This design comes from an exercise in tuning for small area, a short achievable clock period and few clock cycles per item on the open sky130 flow, not from production work.
Function was checked by simulation only, so behaviour that the tests miss may differ from the original.
Power and IR drop assume default switching activity.

// wide_add_seq
module wide_add_seq #(
  parameter int DATA_W = wide_add_seq_pkg::DATA_W_DEF
) (
  input  logic              clk,
  input  logic              reset,
  input  logic              start,
  input  logic              sub,
  input  logic [DATA_W-1:0] a,
  input  logic [DATA_W-1:0] b,
  output logic              busy,
  output logic              done,
  output logic [DATA_W-1:0] s,
  output logic              c_out
);
Size: ~260 flip-flops, roughly 780 I/O pins, roughly 20000 um2 of cells after synthesis.
==> flow/config.mk <==
export PLATFORM = sky130hd
export DESIGN_NAME = wide_add_seq
export DESIGN_NICKNAME = wide_add_seq
export VERILOG_FILES = /design/flow/design.v
export SDC_FILE = /design/flow/constraint.sdc
export NUM_CORES = 4
export LEC_CHECK = 0
export CAP_MARGIN = 20
export CORE_MARGIN = 2
export CORE_UTILIZATION = 40
export SLEW_MARGIN = 20
export SYNTH_HIERARCHICAL = 1
==> flow/constraint.sdc <==
create_clock -name core_clock -period 28.0 [get_ports {clk}]
set_input_delay 5.6000 -clock core_clock [delete_from_list [all_inputs] [get_ports {clk}]]
set_output_delay 5.6000 -clock core_clock [all_outputs]
set_load 0.01 [all_outputs]
standard.sh (not shown) runs the stock make flow with config.mk's settings and CLKGATE_MAP_FILE= SYNTH_SCRIPT=/design/flow/synth_recipe.tcl, a recipe that flattens the netlist after the stock synthesis.
==> flow/flow/run.sh <==
#!/bin/bash
# Own flow: the standard layout, with every port buffered by the
# smallest buffer (sky130_fd_sc_hd__buf_1) instead of the resizer's default.
set -euo pipefail
bash standard.sh BUFFER_PORTS_ARGS="-buffer_cell sky130_fd_sc_hd__buf_1" finish > standard_flow.log 2>&1
Testbench counts at the start, summed over its fixed seeds: cycles 6,400, ops 3,200.
Then changed:
--- a/flow/design.v
+++ b/flow/design.v
@@ -49,20 +49,65 @@
   assign p = ph & pl;
 endmodule
 module wide_add_seq_gc (
   input  logic gh,
   input  logic ph,
   input  logic gl,
   output logic g
 );
   assign g = gh | (ph & gl);
 endmodule
+module wide_add_seq_slice (
+  input  logic [3:0] p,
+  input  logic [3:0] g,
+  input  logic       ci,
+  output logic       gg,
+  output logic       gp,
+  output logic [3:0] s
+);
+  logic [3:0] c;
+  assign gg = g[3] | (p[3] & g[2]) | (p[3] & p[2] & g[1]) |
+              (p[3] & p[2] & p[1] & g[0]);
+  assign gp = &p;
+  assign c[0] = ci;
+  assign c[1] = g[0] | (p[0] & ci);
+  assign c[2] = g[1] | (p[1] & g[0]) | (p[1] & p[0] & ci);
+  assign c[3] = g[2] | (p[2] & g[1]) | (p[2] & p[1] & g[0]) |
+                (p[2] & p[1] & p[0] & ci);
+  assign s = p ^ c;
+endmodule
+module wide_add_seq_pre (
+  input  logic [3:0] p,
+  input  logic [3:0] g,
+  output logic [3:1] cg,
+  output logic [3:1] cp,
+  output logic       gg,
+  output logic       gp
+);
+  assign cg[1] = g[0];
+  assign cp[1] = p[0];
+  assign cg[2] = g[1] | (p[1] & g[0]);
+  assign cp[2] = p[1] & p[0];
+  assign cg[3] = g[2] | (p[2] & cg[2]);
+  assign cp[3] = p[2] & cp[2];
+  assign gg = g[3] | (p[3] & cg[3]);
+  assign gp = p[3] & cp[3];
+endmodule
+module wide_add_seq_fin (
+  input  logic p,
+  input  logic cg,
+  input  logic cp,
+  input  logic ci,
+  output logic s
+);
+  assign s = p ^ (cg | (cp & ci));
+endmodule
 module wide_add_seq #(
   parameter int DATA_W = wide_add_seq_pkg::DATA_W_DEF
 ) (
   input  logic              clk,
   input  logic              reset,
   input  logic              start,
   input  logic              sub,
   input  logic [DATA_W-1:0] a,
   input  logic [DATA_W-1:0] b,
   output logic              busy,
@@ -74,30 +119,26 @@
   logic              done_q;
   logic [DATA_W-1:0] s_q;
   logic              c_q;
   logic [DATA_W-1:0] p, g, sum;
   logic [NG-1:0]     gg, gp;
   logic [NG:0]       c;
   for (genvar i = 0; i < DATA_W; i++) begin : g_bit
     wide_add_seq_pg u_pg (.x(a[i]), .y(b[i]), .inv(sub), .p(p[i]), .g(g[i]));
   end
   for (genvar j = 0; j < NG; j++) begin : g_grp
-    wide_add_seq_grp u_grp (
+    wide_add_seq_slice u_sl (
       .p  (p[4*j +: 4]),
       .g  (g[4*j +: 4]),
-      .gg (gg[j]),
-      .gp (gp[j])
-    );
-    wide_add_seq_sum u_sum (
-      .p  (p[4*j +: 4]),
-      .g  (g[4*j +: 3]),
       .ci (c[j]),
+      .gg (gg[j]),
+      .gp (gp[j]),
       .s  (sum[4*j +: 4])
     );
   end
   logic t0_1_g;
   logic t0_3_g, t0_3_p;
   logic t0_5_g, t0_5_p;
   logic t0_7_g, t0_7_p;
   logic t0_9_g, t0_9_p;
   logic t0_11_g, t0_11_p;
   logic t0_13_g, t0_13_p;
Power goes down by a few percent.
Setup slack gets better by 56 ps.
Register-to-register slack gets better by 20 ps.
First-iteration DRC count goes down by about a fifth.
Synthesized area goes down by a few percent.

[static timing again, ports no longer ideal]
In the flow no input, the clock included, has a driving cell. The finished layouts below were timed again as built, in two steps.
Step 1 (the two cells are an assumption about what drives the block):
set clk [get_ports {clk}]
set_driving_cell -lib_cell sky130_fd_sc_hd__clkbuf_16 $clk
set_driving_cell -lib_cell sky130_fd_sc_hd__buf_2 [delete_from_list [all_inputs] $clk]
Step 2, shift: input delay + t, output delay - t, t = (earliest + latest rising clock arrival at the registers) / 2. This alone moves slack from input paths to output paths.
a / b / c = ideal ports / drivers / drivers and shift; a / b = the first two.
run | t (ns) | setup WS [ns] | worst hold slack (ns) | worst setup path at the end | worst data-port slew with drivers (ns)
the first run | 0.597 | 17.396 / 17.436 / 16.839 | 0.505 / 0.505 / 0.505 | input to register | 0.11
the second run | 0.599 | 17.453 / 17.492 / 16.894 | 0.484 / 0.484 / 0.484 | input to register | 0.11
After both steps setup and hold are still met in every run listed. For the second run, which loses most, drivers alone change the setup slack by +0.039 ns; drivers and shift together by -0.559 ns.
